Source: an optimization exercise on an open RTL-to-GDS flow (aim: small area and a short achievable clock period). Production flows keep margins and buffers that such runs may drop. In this exercise RTL edits were held to simulation tests only and were not proved equivalent to the original. Power is estimated from default activity; no workload was simulated.

==> flow/design.v <==
module branch_predictor #(
  parameter int XLEN    = 32,
  parameter int ENTRIES = 64,
  parameter int TAG_W   = 10,
  parameter int GHR_W   = 6,
  parameter int STAT_W  = 16
) (
  input  logic              clk_i,
  input  logic              rst_i,
  input  logic [XLEN-1:0]   pc_f_i,
  output logic              pred_taken_o,
  output logic [XLEN-1:0]   pred_pc_o,
  output logic [GHR_W-1:0]  pred_ghr_o,
  input  logic              upd_valid_i,
  input  logic [XLEN-1:0]   upd_pc_i,
  input  logic              upd_is_branch_i,
  input  logic              upd_is_jump_i,
  input  logic              upd_taken_i,
  input  logic [XLEN-1:0]   upd_target_i,
  input  logic              upd_pred_taken_i,
  input  logic [XLEN-1:0]   upd_pred_pc_i,
  input  logic [GHR_W-1:0]  upd_ghr_i,
  output logic              mispredict_o,
  output logic [XLEN-1:0]   correct_pc_o,
  output logic [STAT_W-1:0] stat_lookups_o,
  output logic [STAT_W-1:0] stat_mispred_o
);
  localparam int IDX_W = $clog2(ENTRIES);
  logic [ENTRIES-1:0] valid_q;
  logic [TAG_W-1:0]   tag_q    [ENTRIES];
  logic [XLEN-1:0]    target_q [ENTRIES];
  logic               jump_q   [ENTRIES];
  logic [1:0]         pht_q    [ENTRIES];
  logic [STAT_W-1:0]  lookups_q;
  logic [STAT_W-1:0]  mispred_q;
  logic [IDX_W-1:0] f_idx, f_pidx, u_idx, u_pidx;
  logic [TAG_W-1:0] f_tag, u_tag;
  logic             f_hit, u_hit, u_ctrl, u_cnt;
  assign f_idx  = pc_f_i[IDX_W+1:2];
  assign f_tag  = pc_f_i[IDX_W+TAG_W+1:IDX_W+2];
  assign u_idx  = upd_pc_i[IDX_W+1:2];
  assign u_tag  = upd_pc_i[IDX_W+TAG_W+1:IDX_W+2];
  assign u_ctrl = upd_is_branch_i | upd_is_jump_i;
  assign u_cnt  = upd_is_branch_i & ~upd_is_jump_i;
  logic [GHR_W-1:0] ghr_q;
  logic [GHR_W:0]   ghr_shift;
  logic             unused_ok;
  assign ghr_shift  = {ghr_q, upd_taken_i};
  assign f_pidx     = f_idx ^ IDX_W'(ghr_q);
  assign u_pidx     = u_idx ^ IDX_W'(upd_ghr_i);
  assign pred_ghr_o = ghr_q;
  assign unused_ok  = ^{pc_f_i, upd_pc_i, ghr_shift[GHR_W]};
  always_ff @(posedge clk_i or posedge rst_i) begin
    if (rst_i) begin
      ghr_q <= '0;
    end else if (upd_valid_i && upd_is_branch_i) begin
      ghr_q <= ghr_shift[GHR_W-1:0];
    end
  end
  assign f_hit        = valid_q[f_idx] && (tag_q[f_idx] == f_tag);
  assign u_hit        = valid_q[u_idx] && (tag_q[u_idx] == u_tag);
  assign pred_taken_o = f_hit && (jump_q[f_idx] || pht_q[f_pidx][1]);
  assign pred_pc_o    = pred_taken_o ? target_q[f_idx] : pc_f_i + XLEN'(4);
  assign mispredict_o = upd_valid_i &&
                        ((upd_taken_i != upd_pred_taken_i) ||
                         (upd_taken_i && (upd_target_i != upd_pred_pc_i)));
  assign correct_pc_o = !upd_valid_i ? '0 :
                        (upd_taken_i ? upd_target_i : upd_pc_i + XLEN'(4));
  function automatic logic [1:0] sat2(input logic [1:0] c, input logic up);
    if (up) sat2 = (c == 2'd3) ? 2'd3 : c + 2'd1;
    else    sat2 = (c == 2'd0) ? 2'd0 : c - 2'd1;
  endfunction
  always_ff @(posedge clk_i or posedge rst_i) begin
    if (rst_i) begin
      valid_q <= '0;
      for (int i = 0; i < ENTRIES; i++) pht_q[i] <= 2'b01;
    end else if (upd_valid_i && u_ctrl) begin
      if (u_hit) begin
        if (u_cnt) pht_q[u_pidx] <= sat2(pht_q[u_pidx], upd_taken_i);
      end else if (upd_taken_i) begin
        valid_q[u_idx] <= 1'b1;
        if (u_cnt) pht_q[u_pidx] <= 2'b10;
      end
    end
  end
  always_ff @(posedge clk_i) begin
    if (!rst_i && upd_valid_i && u_ctrl && upd_taken_i) begin
      tag_q[u_idx]    <= u_tag;
      target_q[u_idx] <= upd_target_i;
      jump_q[u_idx]   <= upd_is_jump_i;
    end
  end
  always_ff @(posedge clk_i or posedge rst_i) begin
    if (rst_i) begin
      lookups_q <= '0;
      mispred_q <= '0;
    end else begin
      if (upd_valid_i && (lookups_q != '1))  lookups_q <= lookups_q + STAT_W'(1);
      if (mispredict_o && (mispred_q != '1)) mispred_q <= mispred_q + STAT_W'(1);
    end
  end
  assign stat_lookups_o = lookups_q;
  assign stat_mispred_o = mispred_q;
endmodule
==> flow/run.sh <==
#!/bin/bash
# synth_recipe.tcl (not shown) runs the flow's synth.tcl, then flattens the netlist and writes it again
# the make line also repeats each setting of config.mk as NAME=value (left out here)
make -C /OpenROAD-flow-scripts/flow DESIGN_CONFIG=/design/flow/config.mk WORK_HOME=/design/flow/orfs CLKGATE_MAP_FILE= SYNTH_SCRIPT=/design/flow/synth_recipe.tcl finish
==> flow/config.mk <==
export PLATFORM = sky130hd
export DESIGN_NAME = branch_predictor
export DESIGN_NICKNAME = branch_predictor
export VERILOG_FILES = /design/flow/design.v
export SDC_FILE = /design/flow/constraint.sdc
export NUM_CORES = 4
export LEC_CHECK = 0
export CAP_MARGIN = 20
export CORE_MARGIN = 2
export CORE_UTILIZATION = 40
export SETUP_SLACK_MARGIN = 0.5
export SLEW_MARGIN = 20
==> flow/constraint.sdc <==
create_clock -name core_clock -period 8.0 [get_ports {clk_i}]
set_input_delay 1.6000 -clock core_clock [delete_from_list [all_inputs] [get_ports {clk_i}]]
set_output_delay 1.6000 -clock core_clock [all_outputs]
set_load 0.01 [all_outputs]
==> flow_summary.ini, run 1 <==
[outcome]
run_status = complete, no violations

[drt]
drt_iter0_drc = 11470
post_drt_wl_per_cell_um = 39.70
route.vias.total = 74140
firstDrtPassIters = 6
viasPerCell = 6.511
routed_wl_um = 452000
drc = 0
ant_nets = 0

[sta]
max_freq_mhz = 132.8
setup_violations = 0
slew_headroom_pct = 11.35
hold_slack_ns = 0.4838
period_minus_slack_ns = 7.529
fin_crit_sh_pct = 94.11
finalWorstSetupSlack_ns = 0.4714
hold_viol = 0
timing.setup.tns_ns = 0
grt_setup_unrepaired = no
slew_violations = 0
finClkSkew_ns = 0.05291
tightest_slew_ns = 1.330

[cts]
postCtsHoldBufs = 0
clk_pin_slew_ns = 0.06
clkLatencyLatePin_ns = 0.94
tritoncts = yes
clock_sinks = 2982
numCtsBuffers = 326
clockRootBuffer = clkbuf_16
htreeDepth = 5
ctsLongestPathBuffers = 4

[power_and_ir_drop]
powerDensity_nw_per_um2 = 241.7
leakagePower_nw = 47.23
vdd_drop_max_uv = 211.2

[layout]
regArea_um2 = 88470
final_area_um2 = 146500
area_growth_pct = 16.42
num-nets-final = 7123
multi_input_area_um2 = 35950
fillCellCount = 26010
drive_gt1_share_pct = 29.36

[synth]
yosysSeqAreaShare_pct = 70.31
syn_area_um2 = 125800
synth_edf_count = 2752
yosysTopAreaCell = edfxtp_1
ys_types = 87
yosysWarnings = 2
synthArstFlopShare_pct = 7.713
synth_seq_cells = 2982
syn_nets = 6582
synthTopCellsByArea = edfxtp_1, mux4_2, dfrtp_1
yosysMostFrequentCell = edfxtp_1
syn-mean-instance-area_um2 = 19.56
yosys-top-cells-count = edfxtp_1, mux4_2, nor2_1, nand2_1, clkbuf_1
synth_top_cell_area_share_pct = 65.67
synthCells = 6433
synth_flop_cell = edfxtp_1

[setup_path]
crit_slowest_cell = or3_4
cp_cell_sequence = buf_8, buf_4, mux4_2, mux2i_1, a21oi_1, a221oi_1, xor2_1, o2111ai_4, or3_4, buf_12, mux2_4, clkdlybuf4s50_1
startpoint_type = input pin
worstSetupPathType = input pin to primary output
cp.required_ns = 6.40
cp_slowest_stage_delay_ns = 0.53
cp.arrival_ns = 5.93
path_max_fanout = 34
cp-end-kind = primary output

[die]
dieArea_um2 = 319100
fp.coreArea_um2 = 312400
io_pins = 245
die_x_um = 564.9
core.rowCount = 205
start_util_pct = 40.28
fp.dieH_um = 564.9

[grt]
grt.total_usage_pct = 27.95
overflow = 0
antenna_found_initial = 28
grt_pass1_wl_um = 611000
grt_pass1_vias = 72050
grt_max_degree = 125

[placed_design]
place_congestion = 0.9636
placed_area_um2 = 135400
dp_hpwl_um = 265900
post-place-ws_ns = -0.3962
portBuffers = 244

[worst_hold_path]
hold_path_class = flip-flop to flip-flop

[job]
drv_cap = 0
[layer usage]
metal | wire length [um] | vias to the layer above | GRT usage, %
met5 | 152 | - | 0
met4 | 26630 | 20 | 14.01
met3 | 47770 | 1056 | 6.388
met2 | 204900 | 4758 | 42.58
met1 | 172600 | 40130 | 37.87
li1 | - | 28180 | -
[power by group]
| group | leakage [nW] | internal (mW) | switching, mW |
|---|---|---|---|
| Sequential | 27.6 | 17.2 | 0.160 |
| Combinational | 14.4 | 1.12 | 1.76 |
| Clock | 5.23 | 8.85 | 6.35 |
[layout make-up]
| class | instances | share of cell area (%) |
|---|---|---|
| Sequential cell | 2982 | 60.39 |
| Multi-Input combinational cell | 3004 | 24.54 |
| Clock buffer | 383 | 5.778 |
| Timing Repair Buffer | 615 | 4.098 |
| Tap cell | 4140 | 3.536 |
| Clock inverter | 209 | 1.526 |
| Inverter | 45 | 0.1196 |
| Antenna cell | 8 | 0.01366 |
[critical path: cells and delay by family]
kind	cells	cell delay, ns
buf+inv	4	1.49
simple gates	1	0.53
xor+xnor	1	0.37
mux	3	0.88
compound gates	3	0.91
[path summary, 6_finish.rpt]
path	start	endpoint	slack (ns)	cells after the start
max	pc_f_i[5]	pred_pc_o[19]	0.47	12
min	pht_q[26][0]	pht_q[26][0]	0.48	2
max reg2reg	tag_q[46][0]	valid_q[13]	3.72	10
min reg2reg	pht_q[26][0]	pht_q[26][0]	0.48	2
max in group asynchronous	rst_i	pht_q[23][0]	5.37	4
min in group asynchronous	rst_i	valid_q[10]	1.54	2
[layout by cell type, fill, tap and decap left out, drive strengths merged, types with 32 or more instances in the layout]
master	n
a211oi	36
a21oi	76
a22oi	49
a41o	32
buf	422
bufinv	38
clkbuf	387
clkdlybuf4s50	183
clkinv	144
dfrtp	166
dfstp	64
edfxtp	2752
inv	64
mux2	68
mux2i	157
mux4	971
nand2	250
nand3	105
nand4	65
nor2	283
nor3	73
nor4	32
o21ai	129
o22ai	52
xnor2	89
xor2	70
[timing repair]
action / in CTS / in global routing
gates resized for setup: 14 / 17
pin swaps: 2 / 2
buffers inserted: 2 / 2
endpoints found under the hold margin: 0 / 0
endpoints found under the setup margin: 33 / 32
cloned: 3 / 3
[cells by family (layout without fill, tap and decap cells)]
group | after synthesis | in the layout | synth area share, %
XOR/XNOR | 159 | 159 | 1.136
AND/OR/NAND/NOR | 960 | 960 | 3.603
flip-flops | 2982 | 2982 | 70.31
adder cells (fa/ha/maj) | 10 | 10 | 0.09545
buffers and inverters | 447 | 1252 | 1.640
other | 0 | 8 | 0
AO/OA/AOI/OAI | 679 | 679 | 3.897
multiplexers | 1196 | 1196 | 19.32
[registers in the layout (all words and copies together), names as in the netlist]
register,count
target_q,2048
tag_q,640
pht_q,128
jump_q,64
valid_q,64
lookups_q,16
mispred_q,16
ghr_q,6
[through the flow]
| stage | util, % | cells | power [mW] |
|---|---|---|---|
| 2_1_floorplan | - | 6433 | 19.12 |
| 3_3_place_gp | 43.32 | 10770 | 20.44 |
| 3_5_place_dp | 43.33 | 10770 | 20.46 |
| 4_1_cts | 46.81 | 11370 | 35.51 |
| 5_1_grt | 46.89 | 11380 | 36.27 |
| 6_report | 46.90 | 11390 | 35.41 |
==> run 2, diff against run 1 <==
--- a/flow/design.v
+++ b/flow/design.v
@@ -57,7 +57,12 @@
       ghr_q <= ghr_shift[GHR_W-1:0];
     end
   end
-  assign f_hit        = valid_q[f_idx] && (tag_q[f_idx] == f_tag);
+  logic [ENTRIES-1:0] f_match;
+  always_comb begin
+    for (int e = 0; e < ENTRIES; e++)
+      f_match[e] = valid_q[e] && (tag_q[e] == f_tag);
+  end
+  assign f_hit        = f_match[f_idx];
   assign u_hit        = valid_q[u_idx] && (tag_q[u_idx] == u_tag);
   assign pred_taken_o = f_hit && (jump_q[f_idx] || pht_q[f_pidx][1]);
   assign pred_pc_o    = pred_taken_o ? target_q[f_idx] : pc_f_i + XLEN'(4);
--- a/flow/config.mk
+++ b/flow/config.mk
@@ -5,8 +5,12 @@
 export SDC_FILE = /design/flow/constraint.sdc
 export NUM_CORES = 4
 export LEC_CHECK = 0
+export ABC_AREA = 1
 export CAP_MARGIN = 20
 export CORE_MARGIN = 2
-export CORE_UTILIZATION = 40
-export SETUP_SLACK_MARGIN = 0.5
+export CORE_UTILIZATION = 50
+export CTS_BUF_LIST = sky130_fd_sc_hd__clkbuf_16
+export CTS_CLUSTER_DIAMETER = 100
+export CTS_CLUSTER_SIZE = 20
+export SETUP_SLACK_MARGIN = 3.0
 export SLEW_MARGIN = 20
==> run 2 against run 1 <==
Flip-flop and latch count is the same. Register-to-register slack gained 0.71 ns. Die area shrank 16%. Clock skew grew 0.011 ns. Global-route usage grew 12 points. Core utilization grew 11 points. Sequential power is essentially flat. Area after synthesis grew 4.7%. Power shrank 14%. Non-clock buffer count grew 232. Clock power shrank 38%. Critical path type unchanged. Largest power group unchanged. Highest routed layer unchanged.
==> flow_summary.ini, run 2 <==
[sta]
period_minus_slack_ns = 6.024
timing.setup.tns_ns = 0
hold_viol = 0
max_freq_mhz = 166.0
setup_violations = 0
tightest_slew_ns = 1.262
finClkSkew_ns = 0.06408
grt_setup_unrepaired = yes
slew_headroom_pct = 15.85
fin_crit_sh_pct = 75.31
slew_violations = 0
hold_slack_ns = 0.4726

[synth]
synth_top_cell_area_share_pct = 62.72
synthCells = 12140
synth_seq_cells = 2982
yosysTopAreaCell = edfxtp_1
yosys-top-cells-count = nand2_1, edfxtp_1, o21ai_0, nor2_1, nand3_1
synth_edf_count = 2752
synth_flop_cell = edfxtp_1
ys_types = 59
syn_area_um2 = 131800
synthTopCellsByArea = edfxtp_1, nand2_1, o21ai_0
yosysMostFrequentCell = nand2_1
yosysSeqAreaShare_pct = 67.15
synthArstFlopShare_pct = 7.713
syn-mean-instance-area_um2 = 10.86
syn_nets = 12280
yosysWarnings = 2

[die]
core.rowCount = 188
die_x_um = 517.3
start_util_pct = 50.23
fp.coreArea_um2 = 262300
io_pins = 245
fp.dieH_um = 517.3
dieArea_um2 = 267600

[placed_design]
place_congestion = 0.9842
dp_hpwl_um = 312500
portBuffers = 244

[power_and_ir_drop]
p_seq_share_pct = 56.5
leakagePower_nw = 54.67
vdd_drop_max_uv = 205.5
clock_power_share_pct = 30.9
p_sw_mw = 8.042
p_comb_share_pct = 12.6
p_int_mw = 22.46
swShare_pct = 26.37
powerDensity_nw_per_um2 = 201.9

[drt]
ant_nets = 0
route.vias.total = 104200
drt_iter0_drc = 16750
post_drt_wl_per_cell_um = 34.47
viasPerCell = 6.513
drc = 0
routed_wl_um = 551700
firstDrtPassIters = 9

[setup_path]
cp-end-kind = primary output
cp.arrival_ns = 4.42
cp.required_ns = 6.40
reg2reg_to = pht_q[53][1]
r2r_start = tag_q[21][0]
reg2regPathDepth = 21
rrSetupSlack_ns = 4.43
path_max_fanout = 50
startpoint_type = input pin
crit_path_start = pc_f_i[2]
critPathCapture = pred_pc_o[21]
worstSetupPathType = input pin to primary output

[grt]
grt.total_usage_pct = 40.22
overflow = 0
grt_pass1_vias = 95970
grt_pass1_wl_um = 752800
antenna_found_initial = 39
grt_max_degree = 184

[layout]
biggestRegsByFlops = target_q (2048), tag_q (640), pht_q (128)
top_register = target_q
drive_gt1_share_pct = 11.74
largest_reg_flops = 2048
num-nets-final = 12580
area_growth_pct = 14.67
final_cell_mix = nand2_1, edfxtp_1, o21ai_0, nor2_1, nand3_1
final_common_cell = nand2_1

[cts]
clock_sinks = 2982
clockRootBuffer = clkbuf_16
tritoncts = yes
clkLatencyLatePin_ns = 0.91
numCtsBuffers = 180
htreeDepth = 4
postCtsHoldBufs = 0
ctsLongestPathBuffers = 4
clk_pin_slew_ns = 0.09

[outcome]
run_status = complete, no violations

[worst_hold_path]
min_delay_path_depth = 2
hold_path_class = flip-flop to flip-flop

[job]
drv_cap = 0
[run 2: changes by cell type after synthesis, sizes merged, moves of 77 or more]
cell	delta
xor2	+140
nand3	+624
o21ai	+1087
mux4	-971
nor2	+745
a221oi	+177
mux2i	-157
a21oi	+77
clkbuf	+293
a22oi	+160
o2111ai	+138
inv	+378
o211ai	+87
nand2	+3101
[run 2: layout make-up]
cell class              instances  area [um^2]
clock buffers                 182         4554
multi-input cells            7975        40900
clock inverters                53        370.4
repair buffers                847        10330
inverters                     428         1923
repair inverters               12        103.9
well taps                    3515         4398
fillers                     21880       111200
flip-flops and latches       2982        88470
diodes                         11        27.53
[run 2: how the worst min path moves through the flow]
stage                     slack [ns]      endpoint         start
after global placement          0.46  pht_q[59][0]  pht_q[59][0]
after floorplan                 0.44   valid_q[10]   valid_q[10]
after CTS                       0.47  pht_q[48][0]  pht_q[48][0]
after detailed placement        0.46  pht_q[34][0]  pht_q[34][0]
after global routing            0.49  pht_q[48][0]  pht_q[48][0]
final                           0.47  pht_q[34][0]  pht_q[34][0]
[run 2: power groups by stage]
stage                     Sequential [mW]  Clock [mW]  Combinational (mW)
final                                17.2        9.42                3.83
after detailed placement             17.6           0                3.14
after CTS                            17.2        9.44                3.64
after global placement               17.6           0                3.12
after global routing                 17.3        9.93                3.96
after floorplan                      17.6           0                1.51
[run 2: through the flow]
| stage | instances | power [mW] | utilization, % | instance area, um^2 | setup slack, ns |
|---|---|---|---|---|---|
| final | 16010 | 30.50 | 57.60 | 151100 | 1.976 |
| after global routing | 16000 | 31.15 | 57.60 | 151100 | 1.966 |
| after CTS | 15960 | 30.32 | 57.19 | 150000 | 2.090 |
| after detailed placement | 15550 | 20.73 | 53.34 | 139900 | 0.4137 |
| after global placement | 15540 | 20.70 | 53.30 | 139800 | 0.3631 |
| after floorplan | 12140 | 19.07 | - | 132400 | 2.748 |
[run 2: cell families (layout without fill, tap and decap cells)]
logic type      after synthesis  count (layout)  share of synthesized area [%]
xor+xnor                    310             310                          2.061
other cells                   0              11                              0
simple gates               5474            5474                          16.91
mux                           1               1                       0.008546
buf+inv                    1178            1522                          3.649
flops                      2982            2982                          67.15
fa+ha+maj                     8               8                        0.07598
compound gates             2182            2182                          10.15
[run 2: metal layers]
| layer | global-route usage (%) | up-vias | part of all wire (%) |
|---|---|---|---|
| li1 | - | 43460 | - |
| met1 | 54.75 | 51850 | 37 |
| met2 | 59.34 | 7575 | 43 |
| met3 | 9.569 | 1351 | 13 |
| met4 | 22.74 | 10 | 6.9 |
| met5 | 0 | - | 0.011 |
[run 2: critical path, stage by stage]
cell and delay [ns]:
bufbuf_16 0.28, buf_16 0.19, buf_4 0.16, buf_12 0.10
buf_16 0.22, o21ai_0 0.16, o2111ai_1 0.19, o211ai_1 0.14
nand3_1 0.25, nand3_2 0.32, nand3_1 0.35, nand3_1 0.14
nand2_1 0.10, buf_6 0.11
[run 2: repair_timing]
action	4_1_cts	5_1_grt
pin swaps	94	76
resized for setup	784	179
hold endpoints to repair	0	0
cloned	68	4
setup endpoints to repair	485	200
buffers inserted	109	31
==> run 3, diff against run 2 <==
--- a/flow/config.mk
+++ b/flow/config.mk
@@ -8,9 +8,10 @@
 export ABC_AREA = 1
 export CAP_MARGIN = 20
 export CORE_MARGIN = 2
-export CORE_UTILIZATION = 50
+export CORE_UTILIZATION = 40
 export CTS_BUF_LIST = sky130_fd_sc_hd__clkbuf_16
 export CTS_CLUSTER_DIAMETER = 100
 export CTS_CLUSTER_SIZE = 20
 export SETUP_SLACK_MARGIN = 3.0
 export SLEW_MARGIN = 20
+export TNS_END_PERCENT = 5
==> run 3 against run 2 <==
Still clean. Non-clock buffer count is 33 lower. Sequential power about the same. Final cell count up 5.0%. Flip-flop and latch count is the same. Register-to-register slack got worse by 0.15 ns. Die area is 25% higher. Routed wire length fell by 3.4%. Setup slack worse by 0.036 ns.
==> flow_summary.ini, run 3 <==
[outcome]
run_status = complete, no violations

[power_and_ir_drop]
clock_power_share_pct = 31.1
swShare_pct = 26.06
p_seq_share_pct = 56.5
leakagePower_nw = 54.29
p_comb_share_pct = 12.4
vdd_drop_max_uv = 163.9
powerDensity_nw_per_um2 = 201.1
p_sw_mw = 7.954
p_int_mw = 22.57

[drt]
drt_iter0_drc = 17080
routed_wl_um = 533000
firstDrtPassIters = 9
drc = 0
post_drt_wl_per_cell_um = 31.72
ant_nets = 0
route.vias.total = 102800
viasPerCell = 6.119

[synth]
yosysTopAreaCell = edfxtp_1
yosys-top-cells-count = nand2_1, edfxtp_1, o21ai_0, nor2_1, nand3_1
yosysWarnings = 2
synth_flop_cell = edfxtp_1
synth_edf_count = 2752
synth_seq_cells = 2982
yosysSeqAreaShare_pct = 67.15
ys_types = 59
syn_area_um2 = 131800
synth_top_cell_area_share_pct = 62.72
synthTopCellsByArea = edfxtp_1, nand2_1, o21ai_0
synthCells = 12140
syn_nets = 12280
synthArstFlopShare_pct = 7.713
syn-mean-instance-area_um2 = 10.86
yosysMostFrequentCell = nand2_1

[sta]
finClkSkew_ns = 0.04142
timing.setup.tns_ns = 0
tightest_slew_ns = 1.195
hold_slack_ns = 0.4723
setup_violations = 0
slew_violations = 0
max_freq_mhz = 165.0
hold_viol = 0
fin_crit_sh_pct = 75.76
slew_headroom_pct = 20.37
grt_setup_unrepaired = yes
period_minus_slack_ns = 6.061

[layout]
biggestRegsByFlops = target_q (2048), tag_q (640), pht_q (128)
area_growth_pct = 15.21
drive_gt1_share_pct = 11.35
top_register = target_q
num-nets-final = 12540
largest_reg_flops = 2048
final_cell_mix = nand2_1, edfxtp_1, o21ai_0, nor2_1, nand3_1
final_common_cell = nand2_1

[setup_path]
cp.required_ns = 6.40
cp.arrival_ns = 4.46
startpoint_type = input pin
worstSetupPathType = input pin to primary output
path_max_fanout = 39
reg2regPathDepth = 20
cp-end-kind = primary output

[die]
dieArea_um2 = 334000
fp.coreArea_um2 = 327400
io_pins = 245
core.rowCount = 210
fp.dieH_um = 577.9
start_util_pct = 40.24
die_x_um = 577.9

[grt]
overflow = 0
grt.total_usage_pct = 30.66
grt_pass1_vias = 94230
antenna_found_initial = 27
grt_pass1_wl_um = 729200
grt_max_degree = 161

[cts]
htreeDepth = 4
ctsLongestPathBuffers = 4
clkLatencyLatePin_ns = 0.90
tritoncts = yes
numCtsBuffers = 179
clk_pin_slew_ns = 0.08
clockRootBuffer = clkbuf_16
clock_sinks = 2982

[worst_hold_path]
min_delay_path_depth = 2
hold_path_class = flip-flop to flip-flop

[placed_design]
place_congestion = 0.9829
dp_hpwl_um = 299400
portBuffers = 244

[job]
drv_cap = 0
## run 3: cell counts after synthesis
Identical to the previous run, type by type.
## run 3: per-stage QoR
| step | util [%] | area (um^2) | power [mW] | setup WS (ns) | std cells |
|---|---|---|---|---|---|
| 6_report | 46.36 | 151800 | 30.52 | 1.939 | 16800 |
| 3_3_place_gp | 42.87 | 140400 | 20.66 | 0.2615 | 16330 |
| 4_1_cts | 45.78 | 149900 | 30.30 | 2.031 | 16700 |
| 3_5_place_dp | 42.89 | 140400 | 20.67 | 0.3156 | 16340 |
| 5_1_grt | 46.36 | 151800 | 31.22 | 1.952 | 16790 |
| 2_1_floorplan | - | 131800 | 19.03 | 2.718 | 12140 |
## run 3: cell families after synthesis
kind of cell               Yosys count  share of synthesized area (%)
AOI/OAI and AO/OA                 2182                          10.15
buffers and inverters             1178                          3.649
DFF                               2982                          67.15
xor gates and xnor gates           310                          2.061
adders and majority gates            8                        0.07598
and+or+nand+nor                   5474                          16.91
muxes                                1                       0.008546
## run 3: path summary, 6_finish.rpt
check / end / from / slack, ns
worst max-delay path: correct_pc_o[11] / upd_pc_i[11] / 1.94
worst min-delay path: pht_q[29][0] / pht_q[29][0] / 0.47
worst max register to register: pht_q[6][1] / tag_q[21][0] / 4.28
worst min register to register: pht_q[29][0] / pht_q[29][0] / 0.47
max in group asynchronous: lookups_q[8] / rst_i / 5.54
min in group asynchronous: ghr_q[0] / rst_i / 1.19
## run 3: area by class of cell
class / count / area (um^2)
tap: 4346 / 5438
multi-input combinational: 7975 / 40810
sequential: 2982 / 88470
fill: 29890 / 175600
clock inverter: 41 / 331.6
antenna: 18 / 45.04
clock buffer: 185 / 4629
timing repair buffer: 814 / 10010
timing repair inverter: 13 / 131.4
inverter: 428 / 1917
## run 3: power groups by stage
stage	clock, mW	combinational (mW)	sequential, mW
6_report	9.50	3.79	17.2
5_1_grt	10.0	3.94	17.2
4_1_cts	9.53	3.54	17.2
3_5_place_dp	0	3.10	17.6
3_3_place_gp	0	3.09	17.6
2_1_floorplan	0	1.47	17.6
## run 3: what timing repair did
action | CTS | global route
endpoints found under the setup margin | 264 | 361
pin swaps | 74 | 79
gates resized for setup | 679 | 208
setup buffers | 82 | 73
cloned | 52 | 15
hold buffers | 0 | 0
## run 3: critical path: stages
cell,delay (ns)
buf_4,0.17
buf_4,0.62
inv_1,0.37
xor2_1,0.24
o21ai_0,0.67
inv_1,0.09
clkdlybuf4s50_1,0.62
## run 3: per-layer routing
metal  up-vias  wire length [um]  GRT usage (%)
met4        16             35530          17.74
met3      1320             62540          6.072
met2      6996            236200          46.79
li1      43400                 -              -
met1     51090            198600          40.83
met5         -               101              0
==> run 4, diff against run 3 <==
--- a/flow/config.mk
+++ b/flow/config.mk
@@ -8,10 +8,11 @@
 export ABC_AREA = 1
 export CAP_MARGIN = 20
 export CORE_MARGIN = 2
-export CORE_UTILIZATION = 40
+export CORE_UTILIZATION = 50
 export CTS_BUF_LIST = sky130_fd_sc_hd__clkbuf_16
 export CTS_CLUSTER_DIAMETER = 100
 export CTS_CLUSTER_SIZE = 20
+export PLACE_DENSITY = 0.75
 export SETUP_SLACK_MARGIN = 3.0
 export SLEW_MARGIN = 20
 export TNS_END_PERCENT = 5
==> run 4 against run 3 <==
Worst hold slack worse by 0.0017 ns. Count of clock-buffer cells in the layout shrank 10. Clock skew increased by 0.012 ns. Final area decreased by 0.85%. Synthesized cell count unchanged. Flip-flop and latch count unchanged. Area after synthesis unchanged. Critical path type unchanged. Still clean. Largest power group unchanged. Global-route usage is 6.2 points higher. Critical path depth grew 5. First-iteration DRC count grew 15%. Setup slack better by 0.084 ns.
==> flow_summary.ini, run 4 <==
[sta]
finClkSkew_ns = 0.05301
setup_violations = 0
max_freq_mhz = 167.3
grt_setup_unrepaired = yes
period_minus_slack_ns = 5.977
slew_violations = 0
fin_crit_sh_pct = 74.71
tightest_slew_ns = 1.323
timing.setup.tns_ns = 0
hold_viol = 0
slew_headroom_pct = 10.85

[die]
io_pins = 245
start_util_pct = 50.23
fp.dieH_um = 517.3
fp.coreArea_um2 = 262300
core.rowCount = 188
dieArea_um2 = 267600
die_x_um = 517.3

[layout]
area_growth_pct = 14.24
final_area_um2 = 150500
biggestRegsByFlops = target_q (2048), tag_q (640), pht_q (128)
final_cell_mix = nand2_1, edfxtp_1, o21ai_0, nor2_1, nand3_1
fin_cells = 15980
largest_reg_flops = 2048
final_common_cell = nand2_1
num-nets-final = 12540
fillCellCount = 20930
top_register = target_q
drive_gt1_share_pct = 10.88

[grt]
antenna_found_initial = 34
grt.total_usage_pct = 36.84
grt_max_degree = 167
grt_pass1_wl_um = 703000
grt_pass1_vias = 97010
overflow = 0

[synth]
synth_seq_cells = 2982
synth_top_cell_area_share_pct = 62.72
synthArstFlopShare_pct = 7.713
synth_adder_area_share_pct = 0.07597
ys_types = 59
synth_flop_cell = edfxtp_1
synth_edf_count = 2752
synth_top_family_by_area = simple AND/OR/NAND/NOR gates
yosys-top-cells-count = nand2_1, edfxtp_1, o21ai_0, nor2_1, nand3_1
synth-compound-area-share_pct = 10.15
syn-mean-instance-area_um2 = 10.86
syn_area_um2 = 131800
synth_mux_area_share_pct = 0.008547
yosysTopAreaCell = edfxtp_1
synthCells = 12140
yosysSeqAreaShare_pct = 67.15
yosysMostFrequentCell = nand2_1
synth-simple-area-share_pct = 16.91
yosysWarnings = 2
synth_xor_area_share_pct = 2.061
syn_nets = 12280
synthTopCellsByArea = edfxtp_1, nand2_1, o21ai_0

[setup_path]
crit_top_cell = nand2_1
crit_slowest_cell = o311ai_4
cp-end-kind = primary output
cp_cell_sequence = buf_8, inv_16, nor2_4, buf_4, bufbuf_16, nand2_1, nand2_1, o311ai_4, nand2_4, nand3_2, nand2_1, buf_2
cp_slowest_stage_delay_ns = 0.80
path_max_fanout = 43
cp.arrival_ns = 4.38
rrSetupSlack_ns = 4.12
worstSetupPathType = input pin to primary output
startpoint_type = input pin
cp.required_ns = 6.40

[drt]
firstDrtPassIters = 9
viasPerCell = 6.575
routed_wl_um = 508700
route.vias.total = 105100
drt_iter0_drc = 19580
drc = 0
ant_nets = 0
post_drt_wl_per_cell_um = 31.84

[cts]
ctsLongestPathBuffers = 3
postCtsHoldBufs = 0
tritoncts = yes
clk_pin_slew_ns = 0.09
clockRootBuffer = clkbuf_16
htreeDepth = 4
clkLatencyLatePin_ns = 0.90
clock_sinks = 2982
numCtsBuffers = 169

[job]
drv_cap = 0

[power_and_ir_drop]
vdd_drop_max_uv = 201.7
leakagePower_nw = 54.36
powerDensity_nw_per_um2 = 200.2

[placed_design]
placed_area_um2 = 139200
placedCellCount = 15490
dp_hpwl_um = 282100
place_congestion = 1.022
portBuffers = 244

[worst_hold_path]
hold_path_class = flip-flop to flip-flop

[outcome]
run_status = complete, no violations
## run 4: kinds of logic (layout without fill, tap and decap cells)
family,Yosys count,count (layout)
other cells,0,20
simple gates,5474,5474
flops,2982,2982
xor+xnor,310,310
mux,1,1
compound gates,2182,2182
buf+inv,1178,1487
fa+ha+maj,8,8
## run 4: stage by stage
stage	hold WS (ns)	power [mW]	setup slack (ns)	utilization, %
after CTS	0.4721	29.77	2.196	56.86
after global routing	0.4861	30.71	1.956	57.37
after detailed placement	0.4570	20.56	0.7006	53.08
after floorplan	0.4355	19.03	2.718	-
after global placement	0.4543	20.53	0.7082	53.01
final	0.4706	30.13	2.023	57.39
## run 4: timing repair
item | 4_1_cts | 5_1_grt
gates resized for setup | 680 | 170
setup endpoints to repair | 258 | 258
pin swaps | 78 | 96
setup buffers | 118 | 49
gates cloned | 64 | 9
## run 4: where the power goes
part / switching (mW) / internal (mW)
Sequential: 0.136 / 17.1
Clock: 5.14 / 4.01
Combinational: 2.57 / 1.16
## run 4: layout make-up
class | count | area (um^2) | share of cell area, %
Sequential cell | 2982 | 88470 | 58.78
Timing Repair Buffer | 821 | 10210 | 6.784
Inverter | 428 | 1908 | 1.268
Clock buffer | 175 | 4379 | 2.910
Antenna cell | 20 | 50.05 | 0.03325
Clock inverter | 53 | 489.2 | 0.3250
Multi-Input combinational cell | 7975 | 40490 | 26.90
Tap cell | 3515 | 4398 | 2.922
Timing Repair inverter | 10 | 106.4 | 0.07066
## run 4: metal layers
layer  GRT usage [%]  vias up  wire length, um  share of wire (%)
li1                -    43420                -                  -
met1           46.20    50040           167500                 33
met2           53.41     9424           214900                 42
met3           11.72     2153            79400                 16
met4           27.62       28            46610                9.2
met5               0        -              300              0.059
## run 4: worst paths after layout
path | from | endpoint | depth (start not counted)
worst max-delay path | pc_f_i[5] | pred_pc_o[31] | 12
worst min-delay path | pht_q[13][0] | pht_q[13][0] | 2
worst max register to register | tag_q[35][3] | pht_q[8][1] | 21
worst min register to register | pht_q[13][0] | pht_q[13][0] | 2
max in group asynchronous | rst_i | pht_q[39][1] | 3
min in group asynchronous | rst_i | ghr_q[5] | 3
## run 4: critical path: cells and delay by family
family / cells / cell delay, ns
buffers and inverters: 5 / 1.17
and+or+nand+nor: 6 / 0.71
AOI/OAI and AO/OA: 1 / 0.80
==> run 5, diff against run 4 <==
--- a/flow/config.mk
+++ b/flow/config.mk
@@ -8,7 +8,7 @@
 export ABC_AREA = 1
 export CAP_MARGIN = 20
 export CORE_MARGIN = 2
-export CORE_UTILIZATION = 50
+export CORE_UTILIZATION = 55
 export CTS_BUF_LIST = sky130_fd_sc_hd__clkbuf_16
 export CTS_CLUSTER_DIAMETER = 100
 export CTS_CLUSTER_SIZE = 20
==> run 5 against run 4 <==
Count of clock-buffer cells in the layout shrank 3. Sequential share of layout area grew 0.82 points. Register-to-register slack gained 0.13 ns. Die area shrank 9.0%. Final area shrank 1.4%. Routed wire length grew 1.4%. Worst hold slack lost 0.0017 ns. Critical path type unchanged.
==> flow_summary.ini, run 5 <==
[die]
die_x_um = 493.4
dieArea_um2 = 243500
fp.coreArea_um2 = 238100
io_pins = 245
start_util_pct = 55.34
core.rowCount = 179
fp.dieH_um = 493.4

[synth]
synthArstFlopShare_pct = 7.713
yosysWarnings = 2
syn_nets = 12280
synth_top_cell_area_share_pct = 62.72
synthTopCellsByArea = edfxtp_1, nand2_1, o21ai_0
synth_seq_cells = 2982
yosysMostFrequentCell = nand2_1
synth_adder_area_share_pct = 0.07597
syn_area_um2 = 131800
synth_edf_count = 2752
synth_xor_area_share_pct = 2.061
synth_top_family_by_area = simple AND/OR/NAND/NOR gates
yosys-top-cells-count = nand2_1, edfxtp_1, o21ai_0, nor2_1, nand3_1
synth-compound-area-share_pct = 10.15
syn-mean-instance-area_um2 = 10.86
synthCells = 12140
ys_types = 59
synth_mux_area_share_pct = 0.008547
synth_flop_cell = edfxtp_1
yosysSeqAreaShare_pct = 67.15
synth-simple-area-share_pct = 16.91
yosysTopAreaCell = edfxtp_1

[cts]
tritoncts = yes
clkLatencyLatePin_ns = 0.93
clockRootBuffer = clkbuf_16
ctsLongestPathBuffers = 3
clock_sinks = 2982
clk_pin_slew_ns = 0.08
htreeDepth = 4
numCtsBuffers = 170
postCtsHoldBufs = 0

[layout]
final_cell_mix = nand2_1, edfxtp_1, o21ai_0, nor2_1, nand3_1
top_register = target_q
largest_reg_flops = 2048
final_common_cell = nand2_1
biggestRegsByFlops = target_q (2048), tag_q (640), pht_q (128)
area_growth_pct = 12.67
fillCellCount = 18050
multi_input_area_um2 = 40280
num-nets-final = 12460
drive_gt1_share_pct = 9.994
regArea_um2 = 88470
final_area_um2 = 148400

[power_and_ir_drop]
vdd_drop_max_uv = 245.2
p_int_mw = 22.10
p_comb_share_pct = 12.1
powerDensity_nw_per_um2 = 201.6
swShare_pct = 26.18
finalPower_mw = 29.93
clock_power_share_pct = 30.4
leakagePower_nw = 53.61
p_seq_share_pct = 57.6
p_sw_mw = 7.838

[sta]
grt_setup_unrepaired = yes
slew_violations = 0
max_freq_mhz = 164.0
tightest_slew_ns = 1.223
fin_crit_sh_pct = 76.23
timing.setup.tns_ns = 0
period_minus_slack_ns = 6.099
hold_slack_ns = 0.4688
slew_headroom_pct = 18.26
finClkSkew_ns = 0.05062
setup_violations = 0
hold_viol = 0

[placed_design]
portBuffers = 244
placed_area_um2 = 138600
place_congestion = 1.016
dp_hpwl_um = 291100

[grt]
grt.total_usage_pct = 41.34
grt_util_met1_pct = 52.22
grt_pass1_vias = 98130
busiest_layer = met2
grt_max_degree = 195
overflow = 0
met2_usage_pct = 60.02
antenna_found_initial = 39
grt_pass1_wl_um = 715100
use_met3_pct = 13.02

[drt]
routed_wl_um = 516100
drc = 0
firstDrtPassIters = 10
drt_iter0_drc = 20160
route.vias.total = 105100
viasPerCell = 6.761
post_drt_wl_per_cell_um = 33.19
ant_nets = 0

[worst_hold_path]
hold_path_class = flip-flop to flip-flop
hp-start = pht_q[14][0]

[setup_path]
cp.required_ns = 6.40
crit_path_start = upd_valid_i
r2r_start = valid_q[19]
cp-end-kind = primary output
path_max_fanout = 10
startpoint_type = input pin
cp.arrival_ns = 4.50
worstSetupPathType = input pin to primary output

[outcome]
run_status = complete, no violations

[job]
drv_cap = 0
[run 5: routing by layer]
metal	part of all wire (%)	wire length [um]
met5	0.069	358
met3	15	79600
met1	33	168900
met2	43	220700
met4	9.0	46530
[run 5: final cells by class]
class / count / share of cell area [%]
Sequential cell: 2982 / 59.60
Multi-Input combinational cell: 7976 / 27.14
Timing Repair Buffer: 742 / 6.000
Clock buffer: 172 / 2.899
Tap cell: 3167 / 2.669
Inverter: 428 / 1.264
Clock inverter: 59 / 0.3447
Timing Repair inverter: 9 / 0.05479
Antenna cell: 16 / 0.02697
[run 5: worst paths after layout]
path | slack (ns) | cells past startpoint | to
max | 1.90 | 10 | correct_pc_o[5]
min | 0.47 | 2 | pht_q[14][0]
max reg2reg | 4.25 | 18 | pht_q[9][1]
min reg2reg | 0.47 | 2 | pht_q[14][0]
max in group asynchronous | 5.18 | 4 | valid_q[43]
min in group asynchronous | 1.42 | 3 | ghr_q[5]
[run 5: kinds of logic (layout without fill, tap and decap cells)]
family	count (synthesis)	after routing
AND/OR/NAND/NOR	5474	5475
flip-flops	2982	2982
AO/OA/AOI/OAI	2182	2182
buffers and inverters	1178	1410
XOR/XNOR	310	310
adder cells (fa/ha/maj)	8	8
multiplexers	1	1
other	0	16
[run 5: worst max-delay path, cell delays in order]
cell and delay, ns:
clkdlybuf4s50_1 0.46, buf_4 0.19, inv_1 0.08, nor2_1 0.29, buf_6 0.31, clkinv_4 0.22
nor2_1 0.13, o21ai_0 0.16, o21ai_1 0.38, clkdlybuf4s50_1 0.67
[run 5: power groups by stage]
stage                     registers (mW)  clock network, mW  logic, mW
after floorplan                     17.6                  0       1.47
after global placement              17.6                  0       2.98
after detailed placement            17.6                  0       3.02
after CTS                           17.2               9.04       3.40
after global routing                17.2               9.56       3.72
final                               17.2               9.09       3.61
[run 5: repair_timing]
| item | in CTS | in global routing |
|---|---|---|
| setup endpoints to repair | 322 | 380 |
| resized for setup | 606 | 123 |
| gates cloned | 56 | 4 |
| pin swaps | 62 | 43 |
| setup buffers | 76 | 29 |
[run 5: per-stage QoR]
step | utilization [%] | setup slack [ns] | std cells
floorplan | - | 2.718 | 12140
global placement | 58.20 | 0.3313 | 15130
detailed placement | 58.22 | 0.3255 | 15140
CTS | 61.97 | 2.148 | 15500
global route | 62.34 | 1.907 | 15540
finish | 62.35 | 1.901 | 15550
==> run 6, diff against run 5 <==
--- a/flow/config.mk
+++ b/flow/config.mk
@@ -11,8 +11,6 @@
 export CORE_UTILIZATION = 55
 export CTS_BUF_LIST = sky130_fd_sc_hd__clkbuf_16
 export CTS_CLUSTER_DIAMETER = 100
-export CTS_CLUSTER_SIZE = 20
-export PLACE_DENSITY = 0.75
-export SETUP_SLACK_MARGIN = 3.0
+export CTS_CLUSTER_SIZE = 24
+export SETUP_SLACK_MARGIN = 2.0
 export SLEW_MARGIN = 20
-export TNS_END_PERCENT = 5
==> run 6 against run 5 <==
Still clean. Die area stayed put. Non-clock buffer count is 68 higher. Clock power is 5.8% lower.
==> flow_summary.ini, run 6 <==
[layout]
final_cell_mix = nand2_1, edfxtp_1, o21ai_0, nor2_1, nand3_1
final_common_cell = nand2_1
largest_reg_flops = 2048
biggestRegsByFlops = target_q (2048), tag_q (640), pht_q (128)
drive_gt1_share_pct = 11.04
area_growth_pct = 13.26
utilization_pct = 62.68
top_register = target_q
num-nets-final = 12500

[cts]
clk_pin_slew_ns = 0.10
clock_sinks = 2982
numCtsBuffers = 146
htreeDepth = 4
tritoncts = yes
ctsLongestPathBuffers = 3
clkLatencyLatePin_ns = 0.89
clockRootBuffer = clkbuf_16
postCtsHoldBufs = 0

[synth]
synth-simple-area-share_pct = 16.91
synth_edf_count = 2752
synth-compound-area-share_pct = 10.15
synthTopCellsByArea = edfxtp_1, nand2_1, o21ai_0
synth_seq_cells = 2982
syn_area_um2 = 131800
yosysMostFrequentCell = nand2_1
synth_top_cell_area_share_pct = 62.72
synthCells = 12140
synth_top_family_by_area = simple AND/OR/NAND/NOR gates
syn-mean-instance-area_um2 = 10.86
synth_mux_area_share_pct = 0.008547
syn_nets = 12280
ys_types = 59
synthArstFlopShare_pct = 7.713
synth_flop_cell = edfxtp_1
yosys-top-cells-count = nand2_1, edfxtp_1, o21ai_0, nor2_1, nand3_1
yosysSeqAreaShare_pct = 67.15
synth_xor_area_share_pct = 2.061
yosysWarnings = 2
synth_adder_area_share_pct = 0.07597
yosysTopAreaCell = edfxtp_1

[die]
fp.dieH_um = 493.4
die_x_um = 493.4
start_util_pct = 55.34
io_pins = 245
core.rowCount = 179
fp.coreArea_um2 = 238100
dieArea_um2 = 243500

[grt]
grt_pass1_wl_um = 735900
antenna_found_initial = 31
overflow = 0
grt.total_usage_pct = 42.88
grt_pass1_vias = 95650
grt_max_degree = 167

[sta]
tightest_slew_ns = 1.216
slew_headroom_pct = 18.93
finalWorstSetupSlack_ns = 1.888
fin_crit_sh_pct = 76.40
grt_setup_unrepaired = yes
timing.setup.tns_ns = 0
max_freq_mhz = 163.6
setup_violations = 0
period_minus_slack_ns = 6.112
slew_violations = 0
hold_viol = 0
finClkSkew_ns = 0.05844

[worst_hold_path]
hold_path_class = flip-flop to flip-flop

[setup_path]
cp.required_ns = 6.40
startpoint_type = input pin
worstSetupPathType = input pin to primary output
cp.arrival_ns = 4.51
path_max_fanout = 10
cp-end-kind = primary output

[placed_design]
post-place-ws_ns = 0.3952
place_congestion = 0.9993
portBuffers = 244
dp_hpwl_um = 305800

[drt]
firstDrtPassIters = 10
routed_wl_um = 538500
ant_nets = 0
route.vias.total = 104400
viasPerCell = 6.703
post_drt_wl_per_cell_um = 34.56
drc = 0
drt_iter0_drc = 18090

[power_and_ir_drop]
powerDensity_nw_per_um2 = 198.6
vdd_drop_max_uv = 231.4
leakagePower_nw = 53.73

[job]
drv_cap = 0

[outcome]
run_status = complete, no violations
run 6: cell counts after synthesis:
Identical to the previous run, type by type.
run 6: critical path: stages:
cell and delay, ns:
buf_8 0.10, buf_12 0.15, buf_4 0.19, inv_16 0.17
buf_6 0.28, nand2_1 0.10, nor2_2 0.26, nor2_2 0.10
nor2_2 0.20, nor2_4 0.10, nand3_2 0.11, nand2_2 0.07
nand2_2 0.09, nand2_4 0.08, buf_12 0.15, buf_8 0.13
buf_16 0.14, buf_8 0.14, nand3_1 0.09, nand2_2 0.09
buf_6 0.12
run 6: per-stage QoR:
stage | std cells | power (mW) | area, um^2 | hold slack [ns]
after global routing | 15570 | 30.23 | 149200 | 0.4896
after CTS | 15520 | 29.33 | 147600 | 0.4739
after detailed placement | 15190 | 20.67 | 139300 | 0.4587
after floorplan | 12140 | 19.03 | 131800 | 0.4355
after global placement | 15180 | 20.65 | 139200 | 0.4549
final | 15580 | 29.63 | 149200 | 0.4766
run 6: kinds of logic (layout without fill, tap and decap cells):
kind of cell,count (synthesis),in the layout
mux,1,1
buf+inv,1178,1438
xor+xnor,310,310
simple gates,5474,5474
other cells,0,20
compound gates,2182,2182
flops,2982,2982
fa+ha+maj,8,8
run 6: repair_timing:
| action | 4_1_cts | 5_1_grt |
|---|---|---|
| gates cloned | 49 | 10 |
| pin swaps | 65 | 106 |
| gates resized for setup | 582 | 263 |
| setup buffers | 88 | 35 |
| endpoints found under the setup margin | 52 | 47 |
run 6: power by group:
group / total, mW / switching, mW / internal [mW]
combinational: 3.82 / 2.64 / 1.18
sequential: 17.2 / 0.134 / 17.1
clock: 8.56 / 5.11 / 3.45
total: 29.6 / 7.89 / 21.7
run 6: layout make-up:
cell class | count | area, um^2
well taps | 3167 | 3963
repair inverters | 7 | 63.81
inverters | 428 | 1823
multi-input cells | 7975 | 40790
fillers | 18960 | 88850
repair buffers | 810 | 9871
clock inverters | 44 | 457.9
diodes | 20 | 50.05
clock buffers | 149 | 3729
flip-flops and latches | 2982 | 88470
run 6: layer usage:
metal	part of all wire, %	up-vias	global-route usage, %	wire, um
met3	13	1575	10.00	72320
li1	-	43290	-	-
met1	36	51250	58.08	192500
met2	43	8300	62.94	232700
met5	0.077	-	0	413
met4	7.5	24	26.55	40540
run 6: final timing paths:
path                       slack (ns)         from  depth (start not counted)             to
max                              1.89    pc_f_i[3]                         21  pred_pc_o[14]
min                              0.48  pht_q[5][0]                          2    pht_q[5][0]
max reg2reg                      4.14  valid_q[22]                         16    valid_q[20]
min reg2reg                      0.48  pht_q[5][0]                          2    pht_q[5][0]
max in group asynchronous        5.76        rst_i                          3  mispred_q[14]
min in group asynchronous        1.30        rst_i                          3   lookups_q[0]
==> run 7, diff against run 6 <==
--- a/flow/design.v
+++ b/flow/design.v
@@ -65,7 +65,28 @@
   assign f_hit        = f_match[f_idx];
   assign u_hit        = valid_q[u_idx] && (tag_q[u_idx] == u_tag);
   assign pred_taken_o = f_hit && (jump_q[f_idx] || pht_q[f_pidx][1]);
-  assign pred_pc_o    = pred_taken_o ? target_q[f_idx] : pc_f_i + XLEN'(4);
+  logic [3:0]      f_sel0, f_sel1, f_sel2;
+  logic [XLEN-1:0] f_tgt_l0 [ENTRIES/4];
+  logic [XLEN-1:0] f_tgt_l1 [ENTRIES/16];
+  logic [XLEN-1:0] f_tgt;
+  always_comb begin
+    for (int k = 0; k < 4; k++) begin
+      f_sel0[k] = (f_idx[1:0] == 2'(k));
+      f_sel1[k] = (f_idx[3:2] == 2'(k));
+      f_sel2[k] = (f_idx[5:4] == 2'(k));
+    end
+    for (int g = 0; g < ENTRIES/4; g++) begin
+      f_tgt_l0[g] = '0;
+      for (int k = 0; k < 4; k++) f_tgt_l0[g] = f_tgt_l0[g] | ({XLEN{f_sel0[k]}} & target_q[4*g+k]);
+    end
+    for (int g = 0; g < ENTRIES/16; g++) begin
+      f_tgt_l1[g] = '0;
+      for (int k = 0; k < 4; k++) f_tgt_l1[g] = f_tgt_l1[g] | ({XLEN{f_sel1[k]}} & f_tgt_l0[4*g+k]);
+    end
+    f_tgt = '0;
+    for (int k = 0; k < 4; k++) f_tgt = f_tgt | ({XLEN{f_sel2[k]}} & f_tgt_l1[k]);
+  end
+  assign pred_pc_o    = pred_taken_o ? f_tgt : pc_f_i + XLEN'(4);
   assign mispredict_o = upd_valid_i &&
                         ((upd_taken_i != upd_pred_taken_i) ||
                          (upd_taken_i && (upd_target_i != upd_pred_pc_i)));
--- a/flow/config.mk
+++ b/flow/config.mk
@@ -8,9 +8,10 @@
 export ABC_AREA = 1
 export CAP_MARGIN = 20
 export CORE_MARGIN = 2
-export CORE_UTILIZATION = 55
+export CORE_UTILIZATION = 50
 export CTS_BUF_LIST = sky130_fd_sc_hd__clkbuf_16
 export CTS_CLUSTER_DIAMETER = 100
-export CTS_CLUSTER_SIZE = 24
-export SETUP_SLACK_MARGIN = 2.0
+export CTS_CLUSTER_SIZE = 20
+export SETUP_SLACK_MARGIN = 3.0
 export SLEW_MARGIN = 20
+export TNS_END_PERCENT = 5
==> run 7 against run 6 <==
First-iteration DRC count decreased by 4.2%. Power up 1.8%. Sequential share of layout area fell by 0.72 points. Final area grew 1.2%. Sequential power about the same. Die area up 9.3%. Final cell count increased by 0.30%. Setup slack improved by 0.0098 ns. Global-route usage shrank 2.6 points. Critical path type unchanged. Largest cell class unchanged. Largest power group unchanged.
==> flow_summary.ini, run 7 <==
[die]
start_util_pct = 50.38
core.rowCount = 187
fp.dieH_um = 515.8
io_pins = 245
dieArea_um2 = 266100
die_x_um = 515.8
fp.coreArea_um2 = 259900

[synth]
yosysTopAreaCell = edfxtp_1
synth_edf_count = 2752
yosysMostFrequentCell = nand2_1
syn_nets = 11800
ys_types = 64
yosys-top-cells-count = nand2_1, edfxtp_1, inv_1, a22o_1, nor2_1
yosysSeqAreaShare_pct = 67.55
synth_seq_cells = 2982
synth_flop_cell = edfxtp_1
synth_top_cell_area_share_pct = 63.10
syn-mean-instance-area_um2 = 11.25
synthCells = 11650
synthArstFlopShare_pct = 7.713
synthTopCellsByArea = edfxtp_1, nand2_1, a22o_1
syn_area_um2 = 131000
yosysWarnings = 4

[layout]
drive_gt1_share_pct = 12.81
final_common_cell = nand2_1
area_growth_pct = 15.33
final_area_um2 = 151100
fillCellCount = 21230
biggestRegsByFlops = target_q (2048), tag_q (640), pht_q (128)
top_register = target_q
fin_cells = 15630
largest_reg_flops = 2048
final_cell_mix = nand2_1, edfxtp_1, inv_1, a22o_1, o21ai_0
num-nets-final = 12200
utilization_pct = 58.11

[sta]
fin_crit_sh_pct = 76.27
tightest_slew_ns = 1.162
slew_headroom_pct = 22.04
period_minus_slack_ns = 6.102
finalWorstSetupSlack_ns = 1.898
hold_viol = 0
hold_slack_ns = 0.4714
timing.setup.tns_ns = 0
setup_violations = 0
slew_violations = 0
finClkSkew_ns = 0.05168
max_freq_mhz = 163.9
grt_setup_unrepaired = yes

[setup_path]
cp-end-kind = primary output
crit_family = buffers and inverters
path_max_fanout = 9
crit_top_cell = buf_4
cp_slowest_stage_delay_ns = 0.57
startpoint_type = input pin
cp.arrival_ns = 4.50
cp.required_ns = 6.40
crit_slowest_cell = nor2_2
cp_num_buf_inv = 6
worstSetupPathType = input pin to primary output
cp_cell_sequence = buf_6, buf_12, buf_4, nor2_2, inv_2, buf_4, a31oi_1, nor4_4, o21ai_0, dlygate4sd2_1

[drt]
drt_iter0_drc = 17340
routed_wl_um = 556200
firstDrtPassIters = 7
post_drt_wl_per_cell_um = 35.59
route.vias.total = 102400
drc = 0
ant_nets = 0
viasPerCell = 6.553

[power_and_ir_drop]
clock_power_share_pct = 31.2
vdd_drop_max_uv = 221.4
powerDensity_nw_per_um2 = 199.7
finalPower_mw = 30.17
p_comb_share_pct = 11.7
p_int_mw = 22.30
leakagePower_nw = 54.87
swShare_pct = 26.08
p_seq_share_pct = 57.2
p_sw_mw = 7.869

[cts]
clkLatencyLatePin_ns = 0.89
postCtsHoldBufs = 0
clk_pin_slew_ns = 0.08
htreeDepth = 4
clock_sinks = 2982
ctsLongestPathBuffers = 3
numCtsBuffers = 173
clockRootBuffer = clkbuf_16
tritoncts = yes

[job]
drv_cap = 0

[placed_design]
portBuffers = 244
post-place-ws_ns = -0.1813
placed_area_um2 = 140100
dp_hpwl_um = 320400
placedCellCount = 15170
place_congestion = 0.9850

[grt]
grt_max_degree = 153
grt_pass1_vias = 93940
grt_pass1_wl_um = 744200
overflow = 0
grt.total_usage_pct = 40.29
antenna_found_initial = 47

[worst_hold_path]
hold_path_class = flip-flop to flip-flop

[outcome]
run_status = complete, no violations
==> run 7: cell types whose count changed after synthesis, sizes merged, moves of 198 or more <==
cell | previous run | this run
a22o | 4 | 524
nand2 | 3351 | 3568
inv | 419 | 693
nor2 | 1028 | 529
nand3 | 729 | 442
o21ai | 1216 | 557
a22oi | 209 | 11
==> run 7: cells by family (layout without fill, tap and decap cells) <==
| group | count (synthesis) | after routing | share of synthesized area (%) |
|---|---|---|---|
| buf+inv | 1362 | 1818 | 4.212 |
| compound gates | 1936 | 1936 | 10.29 |
| flops | 2982 | 2982 | 67.55 |
| xor+xnor | 289 | 289 | 1.967 |
| fa+ha+maj | 11 | 11 | 0.1051 |
| mux | 2 | 2 | 0.01719 |
| simple gates | 5064 | 5067 | 15.85 |
| other cells | 0 | 27 | 0 |
==> run 7: power groups by stage <==
| stage | Sequential, mW | Clock, mW | Combinational, mW |
|---|---|---|---|
| 6_report | 17.3 | 9.40 | 3.52 |
| 5_1_grt | 17.3 | 9.91 | 3.62 |
| 4_1_cts | 17.2 | 9.41 | 3.23 |
| 3_5_place_dp | 17.6 | 0 | 2.89 |
| 3_3_place_gp | 17.6 | 0 | 2.87 |
| 2_1_floorplan | 17.5 | 0 | 1.36 |
==> run 7: final timing paths <==
check                              from             to  slack [ns]  depth (start not counted)
setup / recovery              pc_f_i[6]  pred_pc_o[17]        1.90                         10
setup reg to reg           tag_q[41][5]   pht_q[45][1]        3.98                         17
max in group asynchronous         rst_i    valid_q[11]        5.46                          3
hold reg to reg            pht_q[61][0]   pht_q[61][0]        0.47                          2
min in group asynchronous         rst_i   pht_q[17][1]        1.18                          2
hold / removal             pht_q[61][0]   pht_q[61][0]        0.47                          2
==> run 7: repair_timing <==
item,in CTS,in global routing
gates cloned,35,23
setup endpoints to repair,287,378
resized for setup,551,373
pin swaps,80,100
buffers inserted,84,53
==> run 7: cell type report <==
cell class / count / area, um^2 / share of cell area (%)
diodes: 27 / 67.56 / 0.04473
clock buffers: 176 / 4404 / 2.916
clock inverters: 60 / 586.8 / 0.3885
inverters: 701 / 2843 / 1.882
multi-input cells: 7305 / 39560 / 26.19
flip-flops and latches: 2982 / 88470 / 58.57
well taps: 3496 / 4374 / 2.896
repair buffers: 878 / 10720 / 7.094
repair inverters: 3 / 32.53 / 0.02154
==> run 7: worst min-delay path, cell delays in order, from the launching register on <==
cell,delay [ns]
dfstp_2,0.37
nand2_1,0.05
nand2_1,0.05
==> run 7: routing by layer <==
layer	track usage (%)	vias up	wire length, um
met5	0	-	106
met3	9.195	1540	72730
met1	54.34	51000	203700
met2	59.95	7848	240500
met4	23.43	16	39080
li1	-	42000	-

[separate check: timing with driven ports]
The flow's constraints put no driver on any port. The routed layouts listed below were extracted and timed again, unchanged, in two steps.
Step 1 assumes that a clkbuf_16 drives the clock port and a buf_2 every other input.
Step 2 moves the port delays by t, midway between the first and last clock arrival at a register: inputs arrive t later, outputs are due t later. That takes back most of the time a late clock gives input paths.
Three values: no drivers, after step 1, after step 2; two values: the first two.
| run | shift t [ns] | slack for setup (ns) | worst slew at a driven data input, ns | pins driven straight from the clock port |
|---|---|---|---|---|
| run 1 | 1.016 | 0.471 / 0.265 / 0.265 | 0.39 | 1 |
| run 2 | 0.996 | 1.976 / 1.603 / 1.603 | 0.46 | 1 |
| run 3 | 0.974 | 1.939 / 1.766 / 1.535 | 0.34 | 1 |
| run 4 | 0.980 | 2.023 / 1.897 / 1.448 | 0.28 | 1 |
| run 5 | 0.995 | 1.901 / 1.531 / 1.531 | 0.50 | 1 |
| run 6 | 0.958 | 1.888 / 1.710 / 1.533 | 0.28 | 1 |
| run 7 | 0.964 | 1.898 / 1.697 / 1.473 | 0.29 | 1 |
After both steps every run listed still meets setup and hold. For run 4, which loses most, drivers alone change the setup slack by -0.126 ns; drivers and shift together by -0.575 ns.
